From an optimization exercise on the open Yosys and OpenROAD flow, aimed at small area, a short achievable clock period and few clock cycles per item; shortcuts taken in it are not production practice. Only simulation tests tie the RTL to the original design; equivalence was not proved.

==> inputs of build 16 <==
==> flow/design.v (excerpt) <==
module compass_calibrate_and_heading
#(
    parameter int SAMPLE_BITS  = cah_pkg::DEF_SAMPLE_BITS,
    parameter int CORDIC_STEPS = cah_pkg::DEF_CORDIC_STEPS
) (
    input  logic                                i_clk,
    input  logic                                i_rst_n,
    input  logic                                i_cfg_wen,
    input  logic                                i_cfg_idx,
    input  logic [cah_pkg::CFG_W-1:0]           i_cfg_wdata,
    input  logic                                s_axis_tvalid,
    output logic                                s_axis_tready,
    input  logic [((2*SAMPLE_BITS+7)/8)*8-1:0]  s_axis_tdata,
    input  logic [1:0]                          s_axis_tuser,
    output logic                                m_axis_tvalid,
    input  logic                                m_axis_tready,
    output logic [cah_pkg::HEAD_PAD-1:0]        m_axis_tdata
);
clock: 12.0 ns
lec_check: 0
cap_margin: 20
core_margin: 2
core_utilization: 40
slew_margin: 20
standard.sh (not shown) runs the stock make flow with config.mk's settings and CLKGATE_MAP_FILE= SYNTH_SCRIPT=/design/flow/synth_recipe.tcl, a recipe that flattens the netlist after the stock synthesis.
==> flow/flow/run.sh <==
#!/bin/bash
set -euo pipefail
MARGIN=$(cat flow/margin.txt)
bash standard.sh SETUP_SLACK_MARGIN=$MARGIN finish > flow_make.log 2>&1
==> flow/flow/margin.txt <==
8.0
==> build 17: changes against build 16 <==
- CORE_UTILIZATION: 40 -> 50
- CTS_CLUSTER_DIAMETER: default -> 100
- CTS_CLUSTER_SIZE: default -> 30
==> trial 79: changes against build 16 <==
--- a/flow/design.v
+++ b/flow/design.v
@@ -197,13 +197,13 @@
     localparam int HW   = cah_pkg::HEAD_W;  
     localparam int NST  = 8;                
     localparam int QD   = 12;               
     localparam int CAP  = QD + 1;           
     localparam int CW   = 5;                
-    localparam logic [ZW-1:0] Z0_POS  = 28'd2048;
-    localparam logic [ZW-1:0] Z0_NEG  = 28'd47187968;
-    localparam logic [ZW-1:0] Z0_ZERO = 28'd242254243;    
+    localparam logic [ZW-1:0] Z0_POS  = 28'd242254243;    
+    localparam logic [ZW-1:0] Z0_NEG  = 28'd21004707;     
+    localparam logic [ZW-1:0] Z0_ZERO = 28'd216070982;    
     localparam logic [16*ZW-1:0] T_ALL = {
         28'd458,     28'd917,     28'd1833,    28'd3667,
         28'd7334,    28'd14668,   28'd29335,   28'd58671,
         28'd117339,  28'd234664,  28'd469214,  28'd937515,
         28'd1867780, 28'd3679517, 28'd6963869, 28'd11796480
@@ -229,11 +229,12 @@
     logic signed [S-1:0]        r_center [2];
     logic [GW-1:0]              r_gain [2];    
     logic                       r_div;         
     logic [4:0]                 r_dcnt;
     logic                       r_first;       
-    logic [S:0]                 r_rem [2];     
+    logic [S-1:0]               r_rem [2];     
+    logic                       r_sat [2];     
     logic [CW-1:0]              r_cnt;         
     logic                       r_dv, r_dvy;   
     logic [26:0]                r_bc, r_by;    
     logic [GW-1:0]              r_gc;          
     logic                       r_dneg, r_dzero;
@@ -245,26 +246,27 @@
     assign w_hmove   = w_hin && !r_ph;
     assign w_finish  = r_iv && (r_ik == cah_pkg::KIND_FINISH);
     assign w_dstart  = w_finish && !r_div && !r_dv && !r_dvy;
     assign w_dlast   = r_div && !r_first && (r_dcnt == 5'd26);
     assign w_free    = !r_iv || (w_finish ? w_dlast : (!w_hin || !r_ph));
-    logic [S:0] w_sa [2], w_sb [2];
+    logic [S:0] w_sa [2], w_sb [2], w_sv [2];
     logic       w_lt [2], w_gt [2];
     logic       w_bsub;
     assign w_bsub = !r_first;
     for (genvar a = 0; a < 2; a++) begin : g_ax
         logic [S:0] sx, cx, mnx, mxx, rsh, aa, ab, bb;
         assign w_s[a] = r_is[a];
         assign sx  = {w_s[a][S-1], w_s[a]};
         assign cx  = {r_center[a][S-1], r_center[a]};
         assign mnx = {r_min[a][S-1], r_min[a]};
         assign mxx = {r_max[a][S-1], r_max[a]};
-        assign rsh = {r_rem[a][S-1:0], r_gain[a][GW-1]};
-        assign aa  = r_div ? rsh : sx;
-        assign ab  = r_div ? {1'b0, r_is[a]} : cx;
+        assign rsh = {r_rem[a], r_gain[a][GW-1]};
         cah_add #(.W(S+1)) u_a (
-            .i_a (aa), .i_b (~ab), .i_ci (1'b1), .o_s (w_sa[a]), .o_co ()
+            .i_a (sx), .i_b (~cx), .i_ci (1'b1), .o_s (w_sa[a]), .o_co ()
+        );
+        cah_add #(.W(S+1)) u_dv (
+            .i_a (rsh), .i_b (~{1'b0, r_is[a]}), .i_ci (1'b1), .o_s (w_sv[a]), .o_co ()
         );
         cah_add #(.W(S+1)) u_b (
             .i_a (mxx), .i_b (mnx ^ {(S+1){w_bsub}}), .i_ci (w_bsub),
             .o_s (w_sb[a]), .o_co ()
         );
@@ -318,12 +320,12 @@
         if (w_dstart) begin
             for (int a = 0; a < 2; a++) r_is[a] <= w_sb[a][S-1:0];
         end
     end
     logic w_big;
-    assign w_big = !r_rem[0][S] && (r_is[0][S-1:11] != '0) &&
-                   !r_rem[1][S] && (r_is[1][S-1:11] != '0);
+    assign w_big = !r_sat[0] && (r_is[0][S-1:11] != '0) &&
+                   !r_sat[1] && (r_is[1][S-1:11] != '0);
     always_ff @(posedge i_clk) begin
         if (!i_rst_n) begin
             r_calib <= 1'b0;
             for (int a = 0; a < 2; a++) begin
                 r_min[a]    <= '0;
@@ -354,29 +356,33 @@
                     default: ;
                 endcase
             end
             for (int a = 0; a < 2; a++) begin
                 if (w_dstart) begin
-                    r_rem[a][S] <= w_sb[a][S];
+                    r_sat[a] <= w_sb[a][S];
                 end else if (r_first) begin
-                    r_rem[a][S] <= r_rem[a][S] || (r_is[a] == '0);
+                    r_sat[a] <= r_sat[a] || (r_is[a] == '0);
                     r_gain[a] <= w_big ? {1'b0, r_is[a][S-1:1], 11'd0}
                                        : {1'b1, 10'd0, 1'b0, r_is[a][S-1:1]};
-                    r_rem[a][S-1:0] <= w_big ? 16'd1024 : 16'd0;
                 end else if (r_div) begin
-                    if (!w_sa[a][S]) r_rem[a][S-1:0] <= w_sa[a][S-1:0];
-                    else             r_rem[a][S-1:0] <= rsh_of(a);
-                    if (w_dlast && r_rem[a][S])
+                    if (w_dlast && r_sat[a])
                         r_gain[a] <= cah_pkg::GAIN_MAX;
                     else
-                        r_gain[a] <= {r_gain[a][GW-2:0], !w_sa[a][S]};
+                        r_gain[a] <= {r_gain[a][GW-2:0], !w_sv[a][S]};
                 end
                 if (r_first) r_center[a] <= w_sb[a][S:1];
             end
         end
     end
     always_ff @(posedge i_clk) begin
+        for (int a = 0; a < 2; a++) begin
+            if (r_first)         r_rem[a] <= w_big ? 16'd1024 : 16'd0;
+            else if (!w_sv[a][S]) r_rem[a] <= w_sv[a][S-1:0];
+            else                 r_rem[a] <= rsh_of(a);
+        end
+    end
+    always_ff @(posedge i_clk) begin
         if (r_first) r_dcnt <= w_big ? 5'd11 : 5'd0;
         else          r_dcnt <= r_dcnt + 1'b1;
     end
     function automatic logic [S-1:0] rsh_of(input int a);
         rsh_of = {r_rem[a][S-2:0], r_gain[a][GW-1]};
@@ -387,19 +393,16 @@
             r_dvy <= 1'b0;
         end else begin
             r_dv  <= w_hmove;
             r_dvy <= r_dv;
         end
+        r_bc <= w_hmove ? booth_rec(w_sa[0], w_sa[0][S]) : r_by;
+        r_by <= booth_rec(w_sa[1], w_sa[0][S]);
+        r_gc <= w_hmove ? r_gain[0] : r_gain[1];
         if (w_hmove) begin
-            r_bc    <= booth_rec(w_sa[0], w_sa[0][S]);
-            r_by    <= booth_rec(w_sa[1], w_sa[0][S]);
-            r_gc    <= r_gain[0];
             r_dneg  <= w_sa[0][S];
-            r_dzero <= (w_sa[0] == '0) && (w_sa[1] == '0);
-        end else if (r_dv) begin
-            r_bc    <= r_by;
-            r_gc    <= r_gain[1];
+            r_dzero <= (r_is[0] == r_center[0]) && (r_is[1] == r_center[1]);
         end
     end
     function automatic logic [26:0] booth_rec(input logic [S:0] dv, input logic neg);
         logic [17:0] d;
         logic [2:0]  bd;
@@ -449,11 +452,11 @@
     logic [PW-1:0] w_p, r_px;
     cah_add #(.W(PW)) u_p (
         .i_a (r_ms), .i_b (r_mc), .i_ci (1'b0), .o_s (w_p), .o_co ()
     );
     always_ff @(posedge i_clk) begin
-        if (r_mvx) r_px <= w_p;
+        r_px <= w_p;
     end
     logic [PW-1:0] r_cx [NST+1];
     logic [PW-1:0] r_cy [NST+1];
     logic [ZW-1:0] r_cz [NST+1];
     logic          r_cv [NST+1];
@@ -479,13 +482,13 @@
         logic [ZW-1:0] t, zn;
         assign dn = r_cy[k][PW-1];
         assign l2 = r_cl[k];
         assign ys = l2 ? PW'($signed(r_cy[k]) >>> (k + NST)) : PW'($signed(r_cy[k]) >>> k);
         assign xs = l2 ? (r_cx[k] >> (k + NST)) : (r_cx[k] >> k);
-        assign t  = l2 ? T_ALL[(k+NST)*ZW +: ZW] : T_ALL[k*ZW +: ZW];
+        assign t  = l2 ? {T_ALL[(k+NST)*ZW +: ZW-1], 1'b0} : {T_ALL[k*ZW +: ZW-1], 1'b0};
         cah_add #(.W(ZW)) u_z (
-            .i_a (r_cz[k]), .i_b (t ^ {ZW{dn}}), .i_ci (dn), .o_s (zn), .o_co ()
+            .i_a (r_cz[k]), .i_b (t & {ZW{!dn}}), .i_ci (1'b0), .o_s (zn), .o_co ()
         );
         cah_add #(.W(PW)) u_x (
             .i_a (r_cx[k]), .i_b (ys ^ {PW{dn}}), .i_ci (dn), .o_s (xn), .o_co ()
         );
         cah_add #(.W(PW)) u_y (
- CORE_UTILIZATION: 40 -> 60
- CTS_CLUSTER_DIAMETER: default -> 100
- CTS_CLUSTER_SIZE: default -> 20
==> metrics.cfg <==
[outcome]
status = complete, no violations

[global_route]
gr-usage-met2 = 0.458
grt_pass1_vias = 86300
grt_pass1_wl_mm = 541

[timing]
fin_ws_ns = 7.68

[cells_and_area]
seq_share = 0.292
seq_cell_count = 1818
layout_common_cells = dfxtp_1, ha_1, inv_1
finish.utilization = 0.586

[critical_path]
reg2reg_slack_ns = 7.68
rr_startpoint = r_div

[synth]
synth_seq_area_share = 0.339

[placed_design]
gp_congestion = 0.899

# the run above: build 17

==> metrics.cfg <==
[synth]
synth_seq_area_share = 0.340

[outcome]
status = complete, no violations

[global_route]
grt_pass1_wl_mm = 498
grt_pass1_vias = 81600
gr-usage-met2 = 0.514

[cells_and_area]
layout_common_cells = dfxtp_1, ha_1, xnor2_1
seq_share = 0.302

# the run above: trial 79

==> metrics.cfg <==
[outcome]
status = complete, no violations

[global_route]
gr-usage-met2 = 0.385
grt_pass1_vias = 88800
grt_pass1_wl_mm = 549

[cells_and_area]
seq_share = 0.283
finish.utilization = 0.484
seq_cell_count = 1818
layout_common_cells = dfxtp_1, ha_1, inv_1

[critical_path]
rr_startpoint = r_div

[worst_hold_path]
hold_depth = 2

[timing]
fin_ws_ns = 7.77

[placed_design]
gp_congestion = 0.936

[synth]
synth_seq_area_share = 0.339

# the run above: build 16

Testbench counts of build 16, summed over its fixed seeds: cycles 5,692, items 2,400.
Testbench counts of build 17, summed over its fixed seeds: cycles 5,692, items 2,400.
Testbench counts of trial 79, summed over its fixed seeds: cycles 5,692, items 2,400.

==> afterwards: timing with drivers on the ports <==
No port has a modelled driver above. Below, the same layouts with a new extraction and two added sets of constraints.
Step 1: set_driving_cell puts a clkbuf_16 on i_clk and a buf_2 on each other input, an assumption about the parent block.
Step 2 moves the port delays by t, midway between the first and last clock arrival at a register: inputs arrive t later, outputs are due t later. That takes back most of the time a late clock gives input paths.
a / b / c = no drivers / after step 1 / after step 2; a / b = the first two.
run | t (ns) | setup WS [ns] | worst data-port slew with drivers (ns) | cell pins on the clock port's net
build 16 | 0.981 | 7.770 / 7.770 / 7.344 | 0.06 | 1
build 17 | 0.869 | 7.677 / 7.677 / 7.326 | 0.33 | 1
trial 79 | 0.892 | 7.872 / 7.872 / 7.399 | 0.07 | 1
After both steps every run listed still meets setup and hold. The setup slack of trial 79, which loses most, moves by 0.000 ns with the drivers and by -0.473 ns with both steps.
